Source: an optimization exercise on an open RTL-to-GDS flow (aim: small area and a short achievable clock period). Production flows keep margins and buffers that such runs may drop. Function was checked by simulation only, so behaviour that the tests miss may differ from the original.

### design/flow/flow/run.sh
#!/bin/bash
# Standard ORFS layout (the standard.sh) with: no dummy loads in clock
# tree synthesis, and buf_2 as the port buffer. Make's output: flow_make.log.
set -euo pipefail
bash standard.sh \
  "CTS_ARGS=-sink_clustering_enable -repair_clock_nets -dont_use_dummy_load" \
  "BUFFER_PORTS_ARGS=-buffer_cell sky130_fd_sc_hd__buf_2" \
  finish > flow_make.log 2>&1
### design/flow/standard.sh
#!/bin/bash
# synth_recipe.tcl (not shown) runs the flow's synth.tcl, then flattens the netlist and writes it again
# the make line also repeats each setting of config.mk as NAME=value (left out here)
make -C /OpenROAD-flow-scripts/flow DESIGN_CONFIG=/design/flow/config.mk WORK_HOME=/design/flow/orfs CLKGATE_MAP_FILE= SYNTH_SCRIPT=/design/flow/synth_recipe.tcl "${@:-finish}"
### design/flow/config.mk
export PLATFORM = sky130hd
export DESIGN_NAME = cic_interpolator
export DESIGN_NICKNAME = cic_interpolator
export VERILOG_FILES = /design/flow/design.v
export SDC_FILE = /design/flow/constraint.sdc
export NUM_CORES = 4
export LEC_CHECK = 0
export ABC_AREA = 1
export CAP_MARGIN = 20
export CORE_MARGIN = 2
export CORE_UTILIZATION = 50
export PLACE_DENSITY = 0.65
export SETUP_SLACK_MARGIN = 3.35
export SLEW_MARGIN = 20
### design/flow/constraint.sdc
create_clock -name core_clock -period 6.5 [get_ports {clock}]
set_input_delay 1.3000 -clock core_clock [delete_from_list [all_inputs] [get_ports {clock}]]
set_output_delay 1.3000 -clock core_clock [all_outputs]
set_load 0.01 [all_outputs]
### design/flow/design.v
package cic_pkg;
  localparam int IN_WIDTH  = 18;
  localparam int OUT_WIDTH = 18;
  localparam int ACC_WIDTH = 42;
  function automatic int clog2_int(input int v);
    integer i;
    clog2_int = 0;
    for (i = 0; i < 31; i = i + 1) begin
      if ((1 << i) < v) clog2_int = i + 1;
    end
  endfunction
endpackage
module cic_round (
  input  logic [cic_pkg::ACC_WIDTH-1:0]  acc,
  input  logic [2:0]                     sel,
  output logic [cic_pkg::OUT_WIDTH-1:0]  slice,
  output logic                           rnd_bit
);
  always_comb begin
    case (sel)
      3'd0:    begin slice = acc[21:4];  rnd_bit = acc[3];  end
      3'd1:    begin slice = acc[25:8];  rnd_bit = acc[7];  end
      3'd2:    begin slice = acc[29:12]; rnd_bit = acc[11]; end
      3'd3:    begin slice = acc[33:16]; rnd_bit = acc[15]; end
      3'd4:    begin slice = acc[37:20]; rnd_bit = acc[19]; end
      default: begin slice = acc[41:24]; rnd_bit = acc[23]; end
    endcase
  end
endmodule
module cic_add #(
  parameter int W    = 42,
  parameter int KIND = 0
) (
  input  logic [W-1:0] a,
  input  logic [W-1:0] b,
  input  logic         ci,
  output logic [W-1:0] s
);
  localparam int L = cic_pkg::clog2_int(W);
  logic [W-1:0] g [0:2*L+1];
  logic [W-1:0] p [0:2*L+1];
  logic [W-1:0] p0;
  assign p0 = a ^ b;
  assign g[0] = {a[W-1:1] & b[W-1:1], (a[0] & b[0]) | (p0[0] & ci)};
  assign p[0] = p0;
  generate
    if (KIND == 0) begin : g_sk
      for (genvar l = 0; l < L; l++) begin : lv
        for (genvar i = 0; i < W; i++) begin : bt
          if ((i >> l) & 1) begin : m
            localparam int J = ((i >> l) << l) - 1;
            assign g[l+1][i] = g[l][i] | (p[l][i] & g[l][J]);
            assign p[l+1][i] = p[l][i] & p[l][J];
          end else begin : k
            assign g[l+1][i] = g[l][i];
            assign p[l+1][i] = p[l][i];
          end
        end
      end
      assign s[0] = p0[0] ^ ci;
      assign s[W-1:1] = p0[W-1:1] ^ g[L][W-2:0];
    end else if (KIND == 1) begin : g_ks
      for (genvar l = 0; l < L; l++) begin : lv
        for (genvar i = 0; i < W; i++) begin : bt
          if (i >= (1 << l)) begin : m
            assign g[l+1][i] = g[l][i] | (p[l][i] & g[l][i-(1<<l)]);
            assign p[l+1][i] = p[l][i] & p[l][i-(1<<l)];
          end else begin : k
            assign g[l+1][i] = g[l][i];
            assign p[l+1][i] = p[l][i];
          end
        end
      end
      assign s[0] = p0[0] ^ ci;
      assign s[W-1:1] = p0[W-1:1] ^ g[L][W-2:0];
    end else if (KIND == 2) begin : g_bk
      for (genvar l = 0; l < L; l++) begin : up
        for (genvar i = 0; i < W; i++) begin : bt
          if ((i % (2 << l)) == (2 << l) - 1) begin : m
            assign g[l+1][i] = g[l][i] | (p[l][i] & g[l][i-(1<<l)]);
            assign p[l+1][i] = p[l][i] & p[l][i-(1<<l)];
          end else begin : k
            assign g[l+1][i] = g[l][i];
            assign p[l+1][i] = p[l][i];
          end
        end
      end
      for (genvar l = L - 2; l >= 0; l--) begin : dn
        for (genvar i = 0; i < W; i++) begin : bt
          if ((i % (2 << l)) == (1 << l) - 1 && i >= (2 << l)) begin : m
            assign g[2*L-1-l][i] = g[2*L-2-l][i] | (p[2*L-2-l][i] & g[2*L-2-l][i-(1<<l)]);
            assign p[2*L-1-l][i] = p[2*L-2-l][i] & p[2*L-2-l][i-(1<<l)];
          end else begin : k
            assign g[2*L-1-l][i] = g[2*L-2-l][i];
            assign p[2*L-1-l][i] = p[2*L-2-l][i];
          end
        end
      end
      assign s[0] = p0[0] ^ ci;
      assign s[W-1:1] = p0[W-1:1] ^ g[2*L-1][W-2:0];
    end else begin : g_hc
      for (genvar l = 0; l < L; l++) begin : lv
        for (genvar i = 0; i < W; i++) begin : bt
          if (l == 0 && (i % 2) == 1) begin : m0
            assign g[l+1][i] = g[l][i] | (p[l][i] & g[l][i-1]);
            assign p[l+1][i] = p[l][i] & p[l][i-1];
          end else if (l > 0 && (i % 2) == 1 && i >= (1 << l) + 1) begin : m
            assign g[l+1][i] = g[l][i] | (p[l][i] & g[l][i-(1<<l)]);
            assign p[l+1][i] = p[l][i] & p[l][i-(1<<l)];
          end else begin : k
            assign g[l+1][i] = g[l][i];
            assign p[l+1][i] = p[l][i];
          end
        end
      end
      for (genvar i = 0; i < W; i++) begin : ev
        if ((i % 2) == 0 && i >= 2) begin : m
          assign g[L+1][i] = g[L][i] | (p[L][i] & g[L][i-1]);
        end else begin : k
          assign g[L+1][i] = g[L][i];
        end
      end
      assign s[0] = p0[0] ^ ci;
      assign s[W-1:1] = p0[W-1:1] ^ g[L+1][W-2:0];
    end
  endgenerate
endmodule
module cic_acc #(
  parameter int W = 42
) (
  input  logic [W-1:0] a,
  input  logic [W-1:0] b,
  input  logic         en,
  output logic [W-1:0] d
);
  localparam int L = cic_pkg::clog2_int(W);
  logic [W-1:0] g [0:L];
  logic [W-1:0] p [0:L];
  logic [W-1:0] carry;
  assign g[0] = a & b;
  assign p[0] = a ^ b;
  for (genvar l = 0; l < L; l++) begin : lv
    for (genvar i = 0; i < W; i++) begin : bt
      if ((i >> l) & 1) begin : m
        localparam int J = ((i >> l) << l) - 1;
        assign g[l+1][i] = g[l][i] | (p[l][i] & g[l][J]);
        assign p[l+1][i] = p[l][i] & p[l][J];
      end else begin : k
        assign g[l+1][i] = g[l][i];
        assign p[l+1][i] = p[l][i];
      end
    end
  end
  assign carry = {g[L][W-2:0], 1'b0};
  assign d = a ^ ({W{en}} & (b ^ carry));
endmodule
module cic_interpolator (
  input  logic                clock,
  input  logic                reset_n,
  input  logic [5:0]          interpolation,
  input  logic                clear_underflow,
  output logic                underflow,
  input  logic                out_strobe,
  input  logic                in_valid,
  input  logic signed [17:0]  in_data,
  output logic                in_ready,
  output logic                out_valid,
  output logic signed [17:0]  out_data
);
  localparam int AW   = cic_pkg::ACC_WIDTH;
  localparam int KIND = 0;
  logic [5:0]          phase_q;
  logic                phase_nz_q;
  logic [17:0]         sample0_q, sample1_q;
  logic [18:0]         comb_last1_q;
  logic [19:0]         comb2_q, comb_last2_q;
  logic [20:0]         comb3_q, comb_last3_q;
  logic [21:0]         comb4_q, comb_last4_q;
  logic [21:0]         integ1_q;
  logic [AW-1:0]       integ2_q, integ3_q, integ4_q, integ5_q;
  logic [17:0]         out_slice_q;
  logic [2:0]          out_carry_q;
  logic                out_valid_q;
  logic                underflow_q;
  logic                load_tick;
  logic                wrap;
  logic [17:0]         x;
  logic [18:0]         comb1;
  logic [19:0]         csa_s, csa_c;
  logic [19:0]         comb2_d;
  logic [20:0]         comb3_d;
  logic [21:0]         comb4_d;
  logic [AW-1:0]       integ2_d, integ3_d, integ4_d, integ5_d;
  logic [2:0]          slice_sel;
  logic [17:0]         slice;
  logic                rnd_bit;
  assign load_tick = out_strobe && !phase_nz_q;
  assign x         = in_valid ? in_data : 18'd0;
  assign wrap      = ({1'b0, phase_q} + 7'd1) >= {1'b0, interpolation};
  cic_add #(.W(19), .KIND(KIND)) u_comb1 (
    .a({sample0_q[17], sample0_q}), .b(~{sample1_q[17], sample1_q}), .ci(1'b1), .s(comb1));
  always_comb begin
    logic [19:0] a, b, c;
    a = {{2{sample0_q[17]}}, sample0_q};
    b = ~{{2{sample1_q[17]}}, sample1_q};
    c = ~{comb_last1_q[18], comb_last1_q};
    csa_s = a ^ b ^ c;
    csa_c = {(a[18:0] & b[18:0]) | (a[18:0] & c[18:0]) | (b[18:0] & c[18:0]), 1'b1};
  end
  cic_add #(.W(20), .KIND(KIND)) u_comb2 (.a(csa_s), .b(csa_c), .ci(1'b1), .s(comb2_d));
  cic_add #(.W(21), .KIND(KIND)) u_comb3 (
    .a({comb2_q[19], comb2_q}), .b(~{comb_last2_q[19], comb_last2_q}), .ci(1'b1), .s(comb3_d));
  cic_add #(.W(22), .KIND(KIND)) u_comb4 (
    .a({comb3_q[20], comb3_q}), .b(~{comb_last3_q[20], comb_last3_q}), .ci(1'b1), .s(comb4_d));
  cic_acc #(.W(AW)) u_acc2 (
    .a(integ2_q), .b({{(AW-22){integ1_q[21]}}, integ1_q}), .en(out_strobe), .d(integ2_d));
  cic_acc #(.W(AW)) u_acc3 (.a(integ3_q), .b(integ2_q), .en(out_strobe), .d(integ3_d));
  cic_acc #(.W(AW)) u_acc4 (.a(integ4_q), .b(integ3_q), .en(out_strobe), .d(integ4_d));
  cic_acc #(.W(AW)) u_acc5 (.a(integ5_q), .b(integ4_q), .en(out_strobe), .d(integ5_d));
  always_comb begin
    if (interpolation < 6'd2 || interpolation > 6'd40) slice_sel = 3'd5;
    else if (interpolation <= 6'd2)  slice_sel = 3'd0;
    else if (interpolation <= 6'd4)  slice_sel = 3'd1;
    else if (interpolation <= 6'd8)  slice_sel = 3'd2;
    else if (interpolation <= 6'd16) slice_sel = 3'd3;
    else if (interpolation <= 6'd32) slice_sel = 3'd4;
    else                             slice_sel = 3'd5;
  end
  cic_round u_round (
    .acc     (integ5_q),
    .sel     (slice_sel),
    .slice   (slice),
    .rnd_bit (rnd_bit)
  );
  always_ff @(posedge clock or negedge reset_n) begin
    if (!reset_n) begin
      phase_q      <= '0;
      phase_nz_q   <= 1'b0;
      sample0_q    <= '0;
      sample1_q    <= '0;
      comb_last1_q <= '0;
      comb2_q      <= '0;
      comb_last2_q <= '0;
      comb3_q      <= '0;
      comb_last3_q <= '0;
      comb4_q      <= '0;
      comb_last4_q <= '0;
      integ1_q     <= '0;
      integ2_q     <= '0;
      integ3_q     <= '0;
      integ4_q     <= '0;
      integ5_q     <= '0;
      out_valid_q  <= 1'b0;
      underflow_q  <= 1'b0;
    end else begin
      if (out_strobe) begin
        phase_q    <= wrap ? 6'd0 : phase_q + 6'd1;
        phase_nz_q <= !wrap;
      end
      integ2_q <= integ2_d;
      integ3_q <= integ3_d;
      integ4_q <= integ4_d;
      integ5_q <= integ5_d;
      if (load_tick) begin
        sample0_q    <= x;
        sample1_q    <= sample0_q;
        comb_last1_q <= comb1;
        comb2_q      <= comb2_d;
        comb_last2_q <= comb2_q;
        comb3_q      <= comb3_d;
        comb_last3_q <= comb3_q;
        comb4_q      <= comb4_d;
        comb_last4_q <= comb4_q;
        integ1_q     <= comb_last4_q;
      end
      out_valid_q <= out_strobe;
      if (load_tick && !in_valid) underflow_q <= 1'b1;
      else if (clear_underflow)   underflow_q <= 1'b0;
    end
  end
  always_ff @(posedge clock) begin
    out_slice_q    <= slice;
    out_carry_q[0] <= rnd_bit;
    out_carry_q[1] <= rnd_bit & (&slice[5:0]);
    out_carry_q[2] <= rnd_bit & (&slice[11:0]);
  end
  assign in_ready  = load_tick;
  assign out_valid = out_valid_q;
  assign out_data  = {out_slice_q[17:12] + 6'(out_carry_q[2]),
                      out_slice_q[11:6]  + 6'(out_carry_q[1]),
                      out_slice_q[5:0]   + 6'(out_carry_q[0])};
  assign underflow = underflow_q;
endmodule
==> notes.md <==
## cells by family (layout without fill, tap and decap cells)
| group | Yosys count | in the layout | synth area share |
|---|---|---|---|
| compound gates | 575 | 575 | 0.1137 |
| buf+inv | 601 | 624 | 0.08367 |
| flops | 401 | 401 | 0.3528 |
| mux | 1 | 1 | 0.0003557 |
| fa+ha+maj | 285 | 285 | 0.1368 |
| simple gates | 1583 | 1583 | 0.2584 |
| xor+xnor | 174 | 174 | 0.05415 |
## area by class of cell
| class | count | area (um^2) |
|---|---|---|
| Multi-Input combinational cell | 2618 | 15880 |
| Inverter | 514 | 1934 |
| Fill cell | 5293 | 25090 |
| Clock buffer | 47 | 1176 |
| Tap cell | 748 | 935.9 |
| Timing Repair Buffer | 63 | 470.5 |
| Sequential cell | 401 | 9931 |
## stage by stage
step / setup WS [ns] / util
after global routing: 3.311 / 0.5472
after global placement: 2.729 / 0.5239
final: 3.413 / 0.5472
after CTS: 3.411 / 0.5467
after floorplan: 3.218 / -
after detailed placement: 2.719 / 0.5239
## what timing repair did
action | CTS | global route
buffers inserted | 1 | 2
resized for setup | 3 | 6
hold endpoints to repair | 0 | 0
setup endpoints to repair | 1 | 6
cloned | 2 | 0
pin swaps | 1 | 1
## critical path: stages
cell and delay [ns]:
buf_16 0.18, inv_2 0.07, nor2_4 0.08, buf_2 0.13
## layer usage
layer,GRT usage,up-vias,part of all wire
met2,0.3482,281,0.46
met4,0.05518,0,0.022
met1,0.2827,10130,0.49
met5,0,-,0
li1,-,11850,-
met3,0.02678,94,0.034
## sequential cells by signal (all words and copies together) (netlist names), 21 cells and up
name,cells
integ4_q,42
integ5_q,42
comb3_q,21
integ2_q,42
comb_last3_q,21
integ3_q,42
comb4_q,22
integ1_q,22
comb_last4_q,22
## layout by cell type, fill, tap and decap left out, types with 3 or more instances in the layout
cell and instances:
a211oi_1 5, a21boi_0 7, a21o_1 30, a21oi_1 210
a21oi_2 3, a221oi_1 10, a31oi_1 13, and2_1 7
buf_12 3, buf_2 47, buf_4 9, clkbuf_16 47
dfrtp_1 379, dfxtp_1 21, fa_1 38, ha_1 247
inv_1 510, inv_2 3, nand2_1 858, nand2_2 55
nand2_4 25, nand3_1 303, nand3_2 46, nand3b_1 7
nand4_1 68, nor2_1 173, nor2_2 5, nor3_1 14
nor3_2 3, o211ai_1 7, o21ai_0 242, o21ai_1 6
o21bai_1 17, o21bai_4 4, o22ai_1 16, or2_2 12
xnor2_1 44, xor2_1 130
## final timing paths
kind,to,slack (ns),cells past startpoint
max reg2reg,comb2_q[17],3.54,9
max in group asynchronous,integ5_q[11],4.48,2
min in group asynchronous,sample0_q[5],0.66,1
min,comb_last4_q[17],0.45,2
max,in_ready,3.41,4
min reg2reg,comb_last4_q[17],0.45,2
==> results.py <==
metrics = {
    "final_layout": {
        "fin_area_um2": 30320,
        "diodes": 0,
        "nets": 3959,
        "drive_gt1_frac": 0.07521,
        "finalNonFillerCells": 4391,
        "syn_to_final_growth_pct": 7.749,
    },
    "synth": {
        "ys.flop_type": "dfrtp_1",
        "postSynthNetCount": 3934,
        "seq_area_frac_synth": 0.3528,
        "ys_types": 50,
        "synth.most_common_cell": "nand2_1",
        "ys_ff_latch": 401,
        "synth.top_cells.by_area": "dfrtp_1 34%, nand2_1 11%, ha_1 11%",
        "synth_common_cells": "860 x nand2_1, 512 x inv_1, 380 x dfrtp_1, 303 x nand3_1, 247 x ha_1",
        "yosys_warnings": 17,
        "synth_enable_flop_cells": 0,
        "synthArstFlopShare": 0.9476,
        "avgSynthCellArea_um2": 7.774,
        "synth_top_cell_by_area": "dfrtp_1",
        "synth_top_area_share": 0.3379,
        "netlist_area_um2": 28140,
        "synth_cells": 3620,
    },
    "sta": {
        "hold_violations": 0,
        "hold_slack_ns": 0.4514,
        "fin_crit_ns": 3.087,
        "tightestPinTransition_ns": 1.014,
        "finalCritPeriodShare": 0.4749,
        "setup-tns-final_ns": 0,
        "relSlewSlack": 0.3240,
        "drv_slew": 0,
        "rsz0062_at_grt": "true",
        "fmaxAchievable_mhz": 324.0,
        "setup_violations": 0,
        "final.setup_skew_ns": 0.05944,
    },
    "drt": {
        "drt_wl_total_um": 57700,
        "num_vias": 22350,
        "via_per_inst": 5.091,
        "drtPass1Iterations": 5,
        "drc": 0,
        "wl_per_cell_um": 13.14,
        "drt_iter0_drc": 1342,
        "final_antenna_net_count": 0,
    },
    "placed_design": {
        "placed_cell_area_um2": 29030,
        "portBuffers": 49,
        "place_congestion": 0.8464,
        "dpl.hpwl_um": 40680,
        "dp.cells": 4339,
    },
    "setup_path": {
        "crit_path_start": "out_strobe",
        "criticalPathCategory": "input pin to output port",
        "cp_max_fo": 24,
        "r2r_start": "sample0_q[9]",
        "crit_required_ns": 5.20,
        "cp.arrival_ns": 1.79,
        "worst_setup_path_start_kind": "input pin",
        "endpoint_kind": "output port",
    },
    "cts": {
        "clk_pin_slew_ns": 0.05,
        "postCtsHoldBufs": 0,
        "cts_made_buffers": 47,
        "clk_path_buf_depth": 3,
        "cts_sinks": 401,
        "cts-root-buf": "clkbuf_16",
        "cts_tree": "yes",
        "htree_levels": 2,
        "clock_latency_ns": 0.60,
    },
    "die": {
        "io-pin-count": 50,
        "std_cell_rows": 86,
        "initial_core_util": 0.5078,
        "core_area_um2": 55420,
        "fp.dieW_um": 241.2,
        "fp.dieH_um": 241.2,
        "die-area_um2": 58200,
    },
    "min_path": {
        "hp-start": "comb4_q[17]",
        "holdCritPathClass": "flip-flop to flip-flop",
    },
    "grt": {
        "grt_max_degree": 226,
        "grt_pass1_wl_um": 100900,
        "track_usage": 0.2073,
        "antenna_found_initial": 0,
        "grt_pass1_vias": 21450,
        "gr-total-overflow": 0,
    },
    "job": {
        "drv_cap": 0,
    },
    "outcome": {
        "outcome": "finished clean",
    },
}

==> port drivers added, routing unchanged <==
How much do the figures lean on ideal ports? The routed layout below was timed once more, with nothing changed but the port constraints. Step 1: set_driving_cell puts a clkbuf_16 on clock and a buf_2 on each other input, an assumption about the parent block. Step 2 moves the port delays by t, midway between the first and last clock arrival at a register: inputs arrive t later, outputs are due t later. That takes back most of the time a late clock gives input paths. Three values: ideal ports, drivers, drivers and shift; two values: the first two.
shift t [ns]: 0.626
slack for setup (ns): 3.413 / 3.185 / 3.042
latest minus earliest clock arrival (ns): 0.063 / 0.062
worst data-port slew with drivers (ns): 0.24
After both steps setup and hold are still met in this run. The setup slack of this run moves by -0.228 ns with the drivers and by -0.371 ns with both steps.
